Background: an optimization exercise with open tools, aiming at a short achievable clock period and few clock cycles per item. Do not read the settings as production practice.
Function was checked by simulation only, so behaviour that the tests miss may differ from the original.
No activity file was given, so power comes from the tool's default toggle rates.

[flow/config.mk]
export PLATFORM = sky130hd
export DESIGN_NAME = dcache_ctrl
export DESIGN_NICKNAME = dcache_ctrl
export VERILOG_FILES = /design/flow/design.v
export SDC_FILE = /design/flow/constraint.sdc
export NUM_CORES = 4
export LEC_CHECK = 0
export CAP_MARGIN = 20
export CORE_MARGIN = 2
export CORE_UTILIZATION = 40
export SLEW_MARGIN = 20
[flow/constraint.sdc]
create_clock -name core_clock -period 8.0 [get_ports {clk}]
set_input_delay 1.6000 -clock core_clock [delete_from_list [all_inputs] [get_ports {clk}]]
set_output_delay 1.6000 -clock core_clock [all_outputs]
set_load 0.01 [all_outputs]
[flow/design.v]
package pipe_pkg;
    typedef enum logic [1:0] {
        IDLE  = 2'd0,
        FILL  = 2'd1,
        WRITE = 2'd2
    } dc_state_t;
    localparam logic [1:0] MEM_LOAD  = 2'b01;
    localparam logic [1:0] MEM_STORE = 2'b10;
    function automatic integer off_bits(input integer words);
        off_bits = $clog2(words);
    endfunction
    function automatic integer idx_bits(input integer lines);
        idx_bits = $clog2(lines);
    endfunction
    function automatic integer tag_bits(input integer lines, input integer words);
        tag_bits = 30 - $clog2(lines) - $clog2(words);
    endfunction
endpackage
module dcache_array #(
    parameter int LINES = 16,
    parameter int WORDS = 4
) (
    input  logic                                clk,
    input  logic                                rst,
    input  logic [pipe_pkg::idx_bits(LINES)-1:0]          rd_index,
    input  logic [pipe_pkg::off_bits(WORDS)-1:0]          rd_offset,
    output logic [31:0]                         rd_data,
    output logic [pipe_pkg::tag_bits(LINES, WORDS)-1:0]   rd_tag,
    output logic                                rd_valid,
    input  logic [pipe_pkg::idx_bits(LINES)-1:0]          wr_index,
    input  logic [pipe_pkg::off_bits(WORDS)-1:0]          wr_offset,
    input  logic [31:0]                         wr_data,
    input  logic                                wr_en,
    input  logic [pipe_pkg::tag_bits(LINES, WORDS)-1:0]   wr_tag,
    input  logic                                tag_en,
    input  logic                                inv_en
);
    localparam int TB = pipe_pkg::tag_bits(LINES, WORDS);
    logic [31:0]      data_mem [0:LINES*WORDS-1];
    logic [TB-1:0]    tag_mem  [0:LINES-1];
    logic [LINES-1:0] valid;
    assign rd_data  = data_mem[{rd_index, rd_offset}];
    assign rd_tag   = tag_mem[rd_index];
    assign rd_valid = valid[rd_index];
    always_ff @(posedge clk) begin
        if (wr_en) begin
            data_mem[{wr_index, wr_offset}] <= wr_data;
        end
        if (tag_en) begin
            tag_mem[wr_index] <= wr_tag;
        end
    end
    always_ff @(posedge clk) begin
        if (rst) begin
            valid <= '0;
        end else if (tag_en) begin
            valid[wr_index] <= 1'b1;
        end else if (inv_en) begin
            valid[wr_index] <= 1'b0;
        end
    end
endmodule
module dcache_ctrl #(
    parameter int LINES = 16,
    parameter int WORDS = 4
) (
    input  logic        clk,
    input  logic        rst,
    input  logic        req_valid,
    input  logic        req_we,
    input  logic [31:0] req_addr,
    input  logic [31:0] req_wdata,
    output logic [31:0] rdata,
    output logic        busy,
    output logic        mem_req,
    output logic        mem_we,
    output logic [31:0] mem_addr,
    output logic [31:0] mem_wdata,
    input  logic        mem_ack,
    input  logic [31:0] mem_rdata
);
    localparam int OB = pipe_pkg::off_bits(WORDS);
    localparam int IB = pipe_pkg::idx_bits(LINES);
    localparam int TB = pipe_pkg::tag_bits(LINES, WORDS);
    localparam logic [OB-1:0] LAST = OB'(WORDS - 1);
    pipe_pkg::dc_state_t     state;
    logic [OB-1:0] cnt;
    logic          done;
    logic [31:0]   done_addr;
    logic [31:0]   done_wdata;
    logic [OB-1:0] offset;
    logic [IB-1:0] index;
    logic [TB-1:0] tag;
    logic [31:0]   arr_data;
    logic [TB-1:0] arr_tag;
    logic          arr_valid;
    logic          hit;
    logic          same_req;
    logic          load_miss;
    logic          store_go;
    assign offset = req_addr[OB+1:2];
    assign index  = req_addr[OB+IB+1:OB+2];
    assign tag    = req_addr[31:OB+IB+2];
    assign hit = arr_valid & (arr_tag == tag);
    assign same_req  = req_valid & req_we & (req_addr == done_addr) & (req_wdata == done_wdata);
    assign load_miss = req_valid & ~req_we & ~hit;
    assign store_go  = req_valid & req_we & ~(done & same_req);
    assign busy  = (state != pipe_pkg::IDLE) | load_miss | store_go;
    assign rdata = (state == pipe_pkg::IDLE && req_valid && !req_we && hit) ? arr_data : 32'h0;
    assign mem_addr  = (state == pipe_pkg::FILL) ? {tag, index, cnt, 2'b00} : {req_addr[31:2], 2'b00};
    assign mem_wdata = req_wdata;
    dcache_array #(
        .LINES(LINES),
        .WORDS(WORDS)
    ) u_array (
        .clk      (clk),
        .rst      (rst),
        .rd_index (index),
        .rd_offset(offset),
        .rd_data  (arr_data),
        .rd_tag   (arr_tag),
        .rd_valid (arr_valid),
        .wr_index (index),
        .wr_offset((state == pipe_pkg::FILL) ? cnt : offset),
        .wr_data  ((state == pipe_pkg::FILL) ? mem_rdata : req_wdata),
        .wr_en    (mem_ack & ((state == pipe_pkg::FILL) | ((state == pipe_pkg::WRITE) & hit))),
        .wr_tag   (tag),
        .tag_en   ((state == pipe_pkg::FILL) & mem_ack & (cnt == LAST)),
        .inv_en   ((state == pipe_pkg::IDLE) & load_miss)
    );
    always_ff @(posedge clk) begin
        if (rst) begin
            state      <= pipe_pkg::IDLE;
            cnt        <= '0;
            done       <= 1'b0;
            done_addr  <= '0;
            done_wdata <= '0;
            mem_req    <= 1'b0;
            mem_we     <= 1'b0;
        end else begin
            case (state)
                pipe_pkg::IDLE: begin
                    if (done && !same_req) begin
                        done <= 1'b0;
                    end
                    if (load_miss) begin
                        state   <= pipe_pkg::FILL;
                        cnt     <= '0;
                        mem_req <= 1'b1;
                        mem_we  <= 1'b0;
                    end else if (store_go) begin
                        state   <= pipe_pkg::WRITE;
                        mem_req <= 1'b1;
                        mem_we  <= 1'b1;
                    end
                end
                pipe_pkg::FILL: begin
                    if (mem_ack) begin
                        cnt <= cnt + 1'b1;
                        if (cnt == LAST) begin
                            state   <= pipe_pkg::IDLE;
                            mem_req <= 1'b0;
                        end
                    end
                end
                pipe_pkg::WRITE: begin
                    if (mem_ack) begin
                        state      <= pipe_pkg::IDLE;
                        mem_req    <= 1'b0;
                        mem_we     <= 1'b0;
                        done       <= 1'b1;
                        done_addr  <= req_addr;
                        done_wdata <= req_wdata;
                    end
                end
                default: begin
                    state   <= pipe_pkg::IDLE;
                    mem_req <= 1'b0;
                    mem_we  <= 1'b0;
                end
            endcase
        end
    end
endmodule
[flow/run.sh]
#!/bin/bash
# synth_recipe.tcl (not shown) runs the flow's synth.tcl, then flattens the netlist and writes it again
# the make line also repeats each setting of config.mk as NAME=value (left out here)
make -C /OpenROAD-flow-scripts/flow DESIGN_CONFIG=/design/flow/config.mk WORK_HOME=/design/flow/orfs CLKGATE_MAP_FILE= SYNTH_SCRIPT=/design/flow/synth_recipe.tcl finish
==> results.txt <==
==> layer usage <==
metal  GRT usage  share of wire
met4      0.0676          0.030
met3      0.0329          0.063
met2       0.350           0.50
met1       0.286           0.40
met5           0        0.00015
==> power groups by stage <==
stage               sequential [mW]  clock, mW  combinational (mW)
finish                         14.6       12.1                1.63
global route                   14.6       12.8                1.72
global placement               14.9          0                1.63
floorplan                      14.9          0               0.948
detailed placement             14.9          0                1.65
CTS                            14.6       12.3                1.65
==> registers in the layout, indices dropped and copies added (netlist names), named ones only <==
name              cells
u_array.tag_mem     384
done_wdata           32
mem_req               1
done                  1
cnt                   2
mem_we                1
state                 2
done_addr            32
u_array.data_mem   2048
==> how the worst max path moves through the flow <==
stage / depth (start not counted) / slack (ps) / end / startpoint
2_1_floorplan: 14 / 1350 / u_array.data_mem[35][0]$_DFFE_PP_ / req_addr[4]
3_3_place_gp: 13 / 610 / rdata[28] / req_addr[5]
3_5_place_dp: 13 / 490 / rdata[5] / req_addr[5]
4_1_cts: 13 / 470 / rdata[5] / req_addr[5]
5_1_grt: 15 / 350 / rdata[27] / req_addr[5]
6_report: 15 / 470 / rdata[5] / req_addr[5]
==> metrics by stage <==
stage,utilization,std cells
after floorplan,-,4430
after global placement,0.432,7759
after detailed placement,0.432,7759
after CTS,0.466,8223
after global routing,0.466,8229
final,0.466,8231
==> logic make-up (layout without fill, tap and decap cells) <==
family | after synthesis | count (layout)
simple gates | 412 | 412
flops | 2519 | 2519
fa+ha+maj | 5 | 5
mux | 861 | 861
xor+xnor | 77 | 77
buf+inv | 343 | 917
compound gates | 211 | 211
other cells | 1 | 9
==> area by class of cell <==
cell class / instances / area share
sequential: 2519 / 0.653
multi-input combinational: 1568 / 0.198
clock buffer: 350 / 0.0646
timing repair buffer: 423 / 0.0394
tap: 3220 / 0.0352
clock inverter: 114 / 0.00898
inverter: 30 / 0.00107
antenna: 7 / 0.000153
==> worst max-delay path, stage by stage <==
cell and delay (ps):
buf_6 480, buf_4 340, buf_4 240, mux2i_1 260, nor3_1 80, a2111oi_2 360, o2111ai_1 180, a2111oi_2 390
o2111ai_1 190, nor4_2 220, buf_4 230, nand4_1 180, buf_12 240, nor2b_1 190, clkdlybuf4s50_1 550
==> cell usage after synthesis (all sizes together), types with 4 or more instances <==
| master | n |
|---|---|
| nand4 | 12 |
| a22oi | 11 |
| o21ai | 11 |
| a211oi | 7 |
| and3 | 10 |
| mux2i | 70 |
| mux2 | 40 |
| clkbuf | 180 |
| nand2 | 183 |
| nor2b | 40 |
| o2111ai | 5 |
| a21oi | 80 |
| edfxtp | 2432 |
| nor2 | 37 |
| xor2 | 32 |
| dfxtp | 87 |
| a32oi | 4 |
| inv | 30 |
| a22o | 4 |
| mux4 | 751 |
| buf | 133 |
| nor3 | 81 |
| nand2b | 7 |
| a221oi | 8 |
| o221ai | 7 |
| a311oi | 16 |
| nand3 | 7 |
| ha | 5 |
| a31oi | 12 |
| nor4 | 11 |
| o2bb2ai | 6 |
| xnor2 | 45 |
| o22ai | 14 |
==> results.txt <==
- Status: no timing/DRC/antenna violations
- Sw frac: 0.212
- Drt pass-1 iters: 6
- Synth Area in Adders: 0.000634
- Die Footprint: 251,000 µm²
- Sw power: 6.01 mW
- WL final: 266 mm
- WHS Endpoint: done_wdata[7]$_SDFFE_PP0P_
- Area grow syn2layout: 16.1%
- Detail Route Antenna Nets: 0
- Logic pwr share: 0.057
- Setup_tns: 0 ps
- Fin crit period: 7530 ps
- Slew HR: 0.262
- Gpl congestion: 0.819
- Post-cts gate resize count: 0
- CTS Root Buffer Type: clkbuf_16
- Crit Path Max Fanout: 48
- Crit path kind: in2out
- Reg-to-reg startpoint: u_array.tag_mem[3][2]$_DFFE_PP_
- Register area share after synthesis: 0.758
- Die width: 501 µm
- Compound-cell area share of the yosys netlist: 0.0146
- Commonest non-fill, non-tap cell in the layout: edfxtp_1
- Worst setup margin: 473 ps
- Worst hold slack: 456 ps
- Die Y: 501 µm
- Cells on worst reg2reg path: 12
- Power per Cell Area: 248 nW/µm²
- Num rows: 182
- Commonest cells after routing, fill and taps aside: edfxtp_1 (2,432), mux4_2 (751), clkbuf_16 (285), clkdlybuf4s50_1 (190), nand2_1 (181)
- Synthesized area: 98,700 µm²
- Slew @ Worst Pin: 1100 ps
- Largest net degree at the start of global routing: 82
- Mux contribution to synthesized area: 0.183
- Leak: 35.4 nW
- Cts hold-fix bufs: 0
- P_int: 22.3 mW
- Share of cells above drive strength 1: 0.296
- Synth Area in Simple Gates: 0.0201
- Vias: 48,100
- Hold Path Class: reg2reg
- Multi-input gate area: 22,700 µm²
- R2r setup slk: 3430 ps
- Startpoint Class: input pin
- Fmax: 133 MHz
- Post-DP Area: 106,000 µm²
- Pre-CTS WS: 490 ps
- Yosys cell types: 72
- Hold path startpoint: done_wdata[7]$_SDFFE_PP0P_
- Period Utilization, post-route: 0.941
- Worst EP arrival: 5930 ps
- Port bufs: 197
- Post-synth top area share: 0.740
- Sink Count: 2,519
- Hold violation total from the final report: 0
- CTS Buf Count: 276
- RSZ-0062 raised after global routing: false
- Core footprint: 246,000 µm²
- Post-Syn Area per Cell: 22.3 µm²
- Post-synthesis register bit count: 2,519
- Ys Warns: 2
- Post-Synth XOR/XNOR Area: 0.00683
- Yosys top cell by area: edfxtp_1
- CTS tree: done
- Fill count: 20,100
- PnR Total Power: 28.4 mW
- Required time of the worst setup path: 6400 ps
- Synth area leaders: edfxtp_1 (74%), mux4_2 (17%), dfxtp_1 (1.8%)
- Antenna violations before repair: 12
- Ys flop type: edfxtp_1
- Final setup fails: 0
- Design area: 115,000 µm²
- Largest family of logic cells by synthesized area: multiplexers
- Reg power frac: 0.515
- GRT overflow: 0
- FF-to-FF End: u_array.data_mem[48][19]$_DFFE_PP_
- Setup Buffers After CTS: 0
- H-tree lvl count: 5
- Tot GR Track Use: 0.211
- Clock network fraction of total power: 0.427
- Highest ir drop seen on vdd: 0.000243 V
- Hold depth: 2
- Later-pin clock latency in the skew report: 960 ps
- Max-slew violation count: 0
- Async S/R FF share, synth: 0
- # IOs: 200
- Final #Nets: 4,924
- Routed WL per cell: 32.4 µm
- Crit. End Element: primary output
- Drt drc: 0
- Clock skew: 88.2 ps
- Reg area: 74,800 µm²
- Vias in the first global route: 48,700
- Reg clk slew, reported paths: 60 ps
- Post-synthesis cell count: 4,429
- Dpl hpwl: 148 mm
- Number of enable flip-flop cells after synthesis: 2,432
- Vias per cell: 5.84
- Max-cap viol count: 0
- Global-route wire length before repair: 374 mm
- Initial core utilization: 0.402
- First DRT Iteration DRCs: 6,043
- Clk buf depth: 4
Testbench counts, summed over its fixed seeds: cycles 64,233, items 12,000.

static timing again, ports no longer ideal:
No port has a modelled driver above. Below, the same layout with a new extraction and two added sets of constraints.
Step 1: set_driving_cell puts a clkbuf_16 on clk and a buf_2 on each other input, an assumption about the parent block.
Step 2 adds t to the input delays and takes it off the output delays; t is the mean of the earliest and latest rising clock arrival at the registers after step 1. Input paths then give back, and output paths get back, about the clock's delay inside the block.
a / b / c = ideal ports / drivers / drivers and shift; a / b = the first two.
t (ns): 0.997
setup slack, ns: 0.473 / 0.435 / 0.435
worst hold slack (ns): 0.456 / 0.456 / 0.456
worst setup path at the end: input to output
After both steps this run still meets setup and hold. The setup slack of this run moves by -0.038 ns with the drivers and by -0.038 ns with both steps.
